This design comes from an exercise in tuning for small area and a short achievable clock period on the open sky130 flow, not from production work.
Where RTL was checked, it was by simulation tests only, not by an equivalence proof against the original.
Power figures rest on the tool's default switching activity, not on a simulated workload.

## mic_pdm_core
module mic_pdm_core #(
  parameter int CLK_DIV = 4,
  parameter int DECIM   = 128,
  parameter int FIFO_AW = 9
) (
  input  logic        clk,
  input  logic        reset,
  input  logic        cs,
  input  logic        read,
  input  logic        write,
  input  logic [4:0]  addr,
  input  logic [31:0] wr_data,
  output logic [31:0] rd_data,
  output logic        mic_clk,
  input  logic        mic_data,
  output logic        mic_lrsel
);
Size in the first run: about 77 I/O pins.
==> flow/config.mk <==
export PLATFORM = sky130hd
export DESIGN_NAME = mic_pdm_core
export DESIGN_NICKNAME = mic_pdm_core
export VERILOG_FILES = /design/flow/design.v
export SDC_FILE = /design/flow/constraint.sdc
export NUM_CORES = 4
export LEC_CHECK = 0
export ABC_AREA = 1
export CAP_MARGIN = 20
export CORE_MARGIN = 2
export CORE_UTILIZATION = 70
export SETUP_SLACK_MARGIN = 4.1
export SLEW_MARGIN = 20
export SYNTH_HIERARCHICAL = 1
export SYNTH_MINIMUM_KEEP_SIZE = 0
==> flow/constraint.sdc <==
create_clock -name core_clock -period 7.5 [get_ports {clk}]
set_input_delay 1.5000 -clock core_clock [delete_from_list [all_inputs] [get_ports {clk}]]
set_output_delay 1.5000 -clock core_clock [all_outputs]
set_load 0.01 [all_outputs]
standard.sh (not shown) runs the stock make flow with config.mk's settings and CLKGATE_MAP_FILE= SYNTH_SCRIPT=/design/flow/synth_recipe.tcl, a recipe that flattens the netlist after the stock synthesis.
==> flow/flow/run.sh <==
#!/bin/bash
# Standard ORFS layout; only the clock tree synthesis arguments differ:
# larger sink clusters and no dummy loads.
set -euo pipefail
export CTS_ARGS="-sink_clustering_enable -repair_clock_nets -dont_use_dummy_load -sink_clustering_size 30 -sink_clustering_max_diameter 60"
bash standard.sh > standard.log 2>&1
Next try:
--- a/flow/design.v
+++ b/flow/design.v
@@ -12,16 +12,16 @@
   input  logic [31:0] wr_data,
   output logic [31:0] rd_data,
   output logic        mic_clk,
   input  logic        mic_data,
   output logic        mic_lrsel
 );
   localparam int W     = $clog2(DECIM + 1);
-  localparam int BW    = (DECIM > 1) ? $clog2(DECIM) : 1;
-  localparam int DW    = (CLK_DIV > 1) ? $clog2(CLK_DIV) : 1;
+  localparam int BW    = $clog2(DECIM);
+  localparam int DW    = $clog2(CLK_DIV);
   localparam int DEPTH = 2 ** FIFO_AW;
   localparam int CW    = FIFO_AW + 1;
   localparam int GAW   = FIFO_AW - 2;          
   localparam int NG    = 2 ** GAW;             
   localparam int CODEW = 29;                   
   localparam int TB    = 3;                    
   localparam int NTAP  = NG >> TB;
@@ -131,20 +131,16 @@
     if (reset) begin
       div   <= '0;
       clk_q <= 1'b0;
     end else if (!en) begin
       div   <= '0;
       clk_q <= 1'b0;
     end else begin
-      if (wrap) begin
-        div   <= '0;
-        clk_q <= ~clk_q;
-      end else begin
-        div   <= div + DW'(1);
-      end
+      div <= div + DW'(1);
+      if (wrap) clk_q <= ~clk_q;
     end
   end
   always_ff @(posedge clk or posedge reset) begin
     if (reset) begin
       sync1 <= 1'b0;
       sync2 <= 1'b0;
     end else begin
@@ -158,48 +154,44 @@
     if (reset) begin
       bit_cnt  <= '0;
       ones_cnt <= '0;
     end else if (!en) begin
       bit_cnt  <= '0;
       ones_cnt <= '0;
     end else if (capture) begin
+      bit_cnt <= bit_cnt + BW'(1);
       if (bit_cnt == BIT_LAST) begin
-        bit_cnt  <= '0;
         ones_cnt <= '0;
       end else begin
-        bit_cnt  <= bit_cnt + BW'(1);
         ones_cnt <= sample;
       end
     end
   end
   assign do_pop  = pop_req & ~empty_q;
   assign do_push = push & (~full_q | do_pop);
   assign ovf_evt = push & full_q & ~do_pop;
+  assign full_q = count[CW-1];
   assign inc_c = do_push & ~do_pop;
   assign dec_c = do_pop & ~do_push;
   always_ff @(posedge clk or posedge reset) begin
     if (reset) begin
       count   <= '0;
       empty_q <= 1'b1;
-      full_q  <= 1'b0;
       c1_q    <= 1'b0;
     end else if (clr_fifo) begin
       count   <= '0;
       empty_q <= 1'b1;
-      full_q  <= 1'b0;
       c1_q    <= 1'b0;
     end else if (inc_c) begin
       count   <= count + CW'(1);
       empty_q <= 1'b0;
-      full_q  <= (count == CW'(DEPTH - 1));
       c1_q    <= empty_q;
     end else if (dec_c) begin
       count   <= count - CW'(1);
       empty_q <= c1_q;
-      full_q  <= 1'b0;
       c1_q    <= (count == CW'(2));
     end
   end
   assign complete = (tidx[1:0] == 2'd3);
   assign newgrp   = do_push & complete;
   always_ff @(posedge clk or posedge reset) begin
     if (reset) begin
@@ -229,15 +221,19 @@
   end
   assign xcross      = do_pop & (xidx[1:0] == 2'd3);
   assign fetch_ring  = na_ge2 & at_tap;
   assign fetch_stage = na_eq1 & complete;
   assign fetch       = (fetch_ring | fetch_stage) & (~g_full | xcross) & ~clr_fifo;
   assign deq         = xcross & (~g_empty | fetch);
   assign fadv        = fetch | (xcross & g_empty);
-  assign tap_code    = ring[(2 ** TB) * fpos[GAW-1:TB]];
+  always_comb begin
+    tap_code = '0;
+    for (int j = 0; j < NTAP; j++)
+      tap_code = tap_code | (ring[(2 ** TB) * j] & {CODEW{fpos[GAW-1:TB] == (GAW-TB)'(j)}});
+  end
   assign inc_na      = newgrp & ~fadv;
   assign dec_na      = fadv & ~newgrp;
   assign inc_g       = fetch & ~deq;
   assign dec_g       = deq & ~fetch;
   always_ff @(posedge clk) begin
     if (fetch) gq[gwp] <= na_ge2 ? tap_code : stage_code;
   end
Outcome:
- The changed run ran to the end with no violations
- final cell count decreases by 0.82%
- register-to-register slack got worse by 180 ps
- worst hold slack is better by 30 ps
- synthesized area barely changes
- total power shrinks by 2.3%
- setup slack gains 7.2 ps
- final area barely changes
- non-clock buffer count shrinks by 11
- core utilization is lower by 0.18 points
- synthesized cell count drops by 1.0%
- via count increases by 0.45%
Only the layout flow was run in the second run of this note; the RTL was not checked for function there.

==> afterwards: timing with drivers on the ports <==
The results above use ideal ports. As a check the final layouts listed here were re-extracted and re-timed, cells and wires unchanged.
Step 1 (the two cells are an assumption about what drives the block):
set clk [get_ports {clk}]
set_driving_cell -lib_cell sky130_fd_sc_hd__clkbuf_16 $clk
set_driving_cell -lib_cell sky130_fd_sc_hd__buf_2 [delete_from_list [all_inputs] $clk]
Step 2 moves the port delays by t, midway between the first and last clock arrival at a register: inputs arrive t later, outputs are due t later. That takes back most of the time a late clock gives input paths.
Slacks: ideal / step 1 / step 2; pairs: ideal / step 1.
run	shift t [ns]	slack for setup (ns)	hold slack, ns
the first run	0.852	3.912 / 3.821 / 3.399	0.247 / 0.247 / 0.247
the second run	0.843	3.919 / 3.822 / 3.446	0.277 / 0.277 / 0.277
After both steps every run listed still meets setup and hold. For the first run, which loses most, drivers alone change the setup slack by -0.091 ns; drivers and shift together by -0.513 ns.
